This design comes from an exercise in tuning for small area, a short achievable clock period and few clock cycles per item on the open sky130 flow, not from production work.
RTL that was checked went through simulation tests only; none was proved equivalent to the original.
No driver is modelled on the clock port, so clocking that relies on it looks cheaper here than on a real chip.
Power and IR drop assume default switching activity.

==> flow/design.v (excerpt) <==
module cnn_dvcon
(
  input  logic               aclk,
  input  logic               aresetn,
  input  logic [cnn_dvcon_pkg::TDATA_W-1:0] s_axis_tdata,
  input  logic               s_axis_tvalid,
  output logic               s_axis_tready,
  output logic [cnn_dvcon_pkg::ACC_W-1:0]   m_axis_tdata,
  output logic               m_axis_tvalid,
  input  logic               m_axis_tready
);
For scale: ~1,500 cells after synthesis, about 160 flip-flops, ~170 I/O pins.
clock: 8.0 ns
lec_check: 0
cap_margin: 20
core_margin: 2
core_utilization: 40
cts_buf_list: sky130_fd_sc_hd__clkbuf_4 sky130_fd_sc_hd__clkbuf_8
setup_slack_margin: 4.0
slew_margin: 20
synth_hierarchical: 1
standard.sh (not shown) runs the stock make flow with config.mk's settings and CLKGATE_MAP_FILE= SYNTH_SCRIPT=/design/flow/synth_recipe.tcl, a recipe that flattens the netlist after the stock synthesis.
==> flow/flow/run.sh <==
#!/bin/bash
# Standard layout (the standard.sh), except that the port buffers are
# sky130_fd_sc_hd__buf_2 cells rather than the delay cells buffer_ports picks by default.
set -e
export BUFFER_PORTS_ARGS="-buffer_cell sky130_fd_sc_hd__buf_2"
export CTS_ARGS="-sink_clustering_enable -repair_clock_nets -dont_use_dummy_load -buf_list {sky130_fd_sc_hd__clkbuf_4 sky130_fd_sc_hd__clkbuf_8}"
bash standard.sh > standard_flow.log 2>&1
The starting point ran to the end with no violations.
==> next run, changes <==
==> flow/flow/run.sh (replaced) <==
#!/bin/bash
# Standard layout (the standard.sh) with two changes:
#  - the port buffers are sky130_fd_sc_hd__buf_4 cells rather than the delay cells
#    buffer_ports picks by default;
#  - clock tree synthesis builds from clkbuf_4/clkbuf_8 and adds no dummy
#    load cells (otherwise the same clock_tree_synthesis arguments as ORFS).
set -e
export BUFFER_PORTS_ARGS="-buffer_cell sky130_fd_sc_hd__buf_4"
export CTS_ARGS="-sink_clustering_enable -repair_clock_nets -dont_use_dummy_load -buf_list {sky130_fd_sc_hd__clkbuf_4 sky130_fd_sc_hd__clkbuf_8}"
bash standard.sh > standard_flow.log 2>&1
The changed run completed with no timing, DRC or antenna violations.
Via count is higher by 0.74%.
Routed wire length stays flat.
Clock-buffer cell count does not change.
Clock power decreases by about 1%.
No functional check of the RTL was part of any run of this note.

* * *

cnn_dvcon, a different RTL version from the one above (not shown whole).
Size in the first run: roughly 170 I/O pins, ~0.016 sq mm of cells after synthesis.
export LEC_CHECK = 0
export CAP_MARGIN = 20
export CORE_MARGIN = 2
export CORE_UTILIZATION = 70
export PLACE_DENSITY = 0.8
export SLEW_MARGIN = 20
export SYNTH_HIERARCHICAL = 1
create_clock -name core_clock -period 8.0 [get_ports {aclk}]
==> flow/flow/run.sh <==
#!/bin/bash
# Standard layout (the standard.sh), except that the port buffers are
# sky130_fd_sc_hd__buf_2 cells rather than the delay cells buffer_ports picks by default.
set -e
export BUFFER_PORTS_ARGS="-buffer_cell sky130_fd_sc_hd__buf_2"
bash standard.sh > standard_flow.log 2>&1
The baseline finished with timing, DRC and antenna clean.
Testbench counts at the start, summed over its fixed seeds: cycles 16,008, items 16,000.
Rerun with:
- CORE_UTILIZATION: 70 -> 40
- PLACE_DENSITY: 0.8 -> default
Result:
- The new run produced a clean layout
- synthesized area stays the same
- setup slack is better by 110 ps
- combinational power fell by 2.8%
- hold slack is worse by 150 ps
- power fell by 2.3%
- die area rose by 73%
- non-clock buffer count stays the same
- clock skew fell by 6.0 ps

* * *

Setup of JK:
Another version of the RTL of cnn_dvcon (not shown whole).
Size: roughly 1400 cells after synthesis, about 0.016 mm² of cells after synthesis.
make LEC_CHECK=0 CAP_MARGIN=20 CORE_MARGIN=2 CORE_UTILIZATION=40 SLEW_MARGIN=20 SYNTH_HIERARCHICAL=1 finish   # period 8.0 ns
run.sh (not shown) runs the stock make flow with config.mk's settings and CLKGATE_MAP_FILE= SYNTH_SCRIPT=/design/flow/synth_recipe.tcl, a recipe that flattens the netlist after the stock synthesis.
Stock flow here: none of the scripts above is used.
Changes in MS relative to JK:
==> flow/flow/run.sh (new file) <==
#!/bin/bash
# Standard layout, except that the port buffers are buf_2 cells rather than
# the delay cells buffer_ports picks by default.
set -e
export BUFFER_PORTS_ARGS="-buffer_cell sky130_fd_sc_hd__buf_2"
bash standard.sh > standard_flow.log 2>&1
==> flow/standard.sh (new file) <==
#!/bin/bash
# synth_recipe.tcl (not shown) runs the flow's synth.tcl, then flattens the netlist and writes it again
# the make line also repeats each setting of config.mk as NAME=value (left out here)
make -C /OpenROAD-flow-scripts/flow DESIGN_CONFIG=/design/flow/config.mk WORK_HOME=/design/flow/orfs CLKGATE_MAP_FILE= SYNTH_SCRIPT=/design/flow/synth_recipe.tcl "${@:-finish}"
removed: flow/run.sh
- Compared to JK, MS reaches a higher achievable clock.
- From JK to MS the numbers moved as follows: per-cell routed wire length fell by about 1.6%, layout overhead on the synthesized area fell by 5.2 points.
- Run comparison: JK startpoint of the worst setup timing path s_axis_tdata[125]; MS startpoint of the worst setup timing path r0_fs_524
- MS vs. JK: post-layout minimum cycle time fell 560 ps; count of non-filler cells in the finished layout about even; met1 layer wirelength in the final routing fell about 0.6%; via count fell 0.85%; number of buffers on the longest clock path about even.
- For the worst setup margin, MS came in 560 ps higher than JK did.
- Worst hold slack for MS is lower than for JK.
- There was hardly any difference in clock skew between JK and MS.
Relative to MS, the following input files were edited for AL:
- an added SETUP_SLACK_MARGIN of 5
==> flow/run.sh (new file) <==
#!/bin/bash
# synth_recipe.tcl (not shown) runs the flow's synth.tcl, then flattens the netlist and writes it again
# the make line also repeats each setting of config.mk as NAME=value (left out here)
make -C /OpenROAD-flow-scripts/flow DESIGN_CONFIG=/design/flow/config.mk WORK_HOME=/design/flow/orfs CLKGATE_MAP_FILE= SYNTH_SCRIPT=/design/flow/synth_recipe.tcl finish
removed: flow/flow/run.sh
removed: flow/standard.sh
Notes after the runs:
- Reported for MS and AL, clock buffer instance count of the final layout turned out identical to the last digit.
- In the tables for MS and AL, post-detailed-routing wire length reads higher with AL.
- Measured against MS, the cell area of AL comes out at 1.2 times the reference value.
- Per the comparison of AL with MS, global-route met1 utilization went up, routed wire length on met3 lower, utilization of the core after routing higher.
Function was not checked in any run of this note: the RTL went through the layout flow alone.

## re-timing with driven ports
Ports are ideal in the flow. The routed layouts listed here were re-timed in OpenROAD. Step 1 (the two cells are an assumption about what drives the block):
set clk [get_ports {aclk}]
set_driving_cell -lib_cell sky130_fd_sc_hd__clkbuf_16 $clk
set_driving_cell -lib_cell sky130_fd_sc_hd__buf_2 [delete_from_list [all_inputs] $clk]
Step 2 also shifts input and output timing later by t, the mid clock arrival at the registers, as if the neighbouring blocks saw the same clock. a / b / c = no drivers / after step 1 / after step 2; a / b = the first two.
run | t, ns | setup slack, ns | worst data-port slew with drivers (ns)
the first run of note 1 | 0.511 | 4.004 / 4.030 / 3.519 | 0.09
the second run of note 1 | 0.509 | 4.089 / 4.112 / 3.603 | 0.09
the first run of note 2 | 0.349 | 2.358 / 2.372 / 2.025 | 0.07
the second run of note 2 | 0.350 | 2.467 / 2.424 / 2.207 | 0.06
JK | 0.357 | 1.903 / 1.924 / 1.566 | 0.05
MS | 0.350 | 2.467 / 2.424 / 2.207 | 0.06
AL | 0.359 | 2.676 / 2.634 / 2.545 | 0.10
After both steps setup and hold are still met in every run listed. The setup slack of the second run of note 1, which loses most, moves by +0.023 ns with the drivers and by -0.486 ns with both steps.
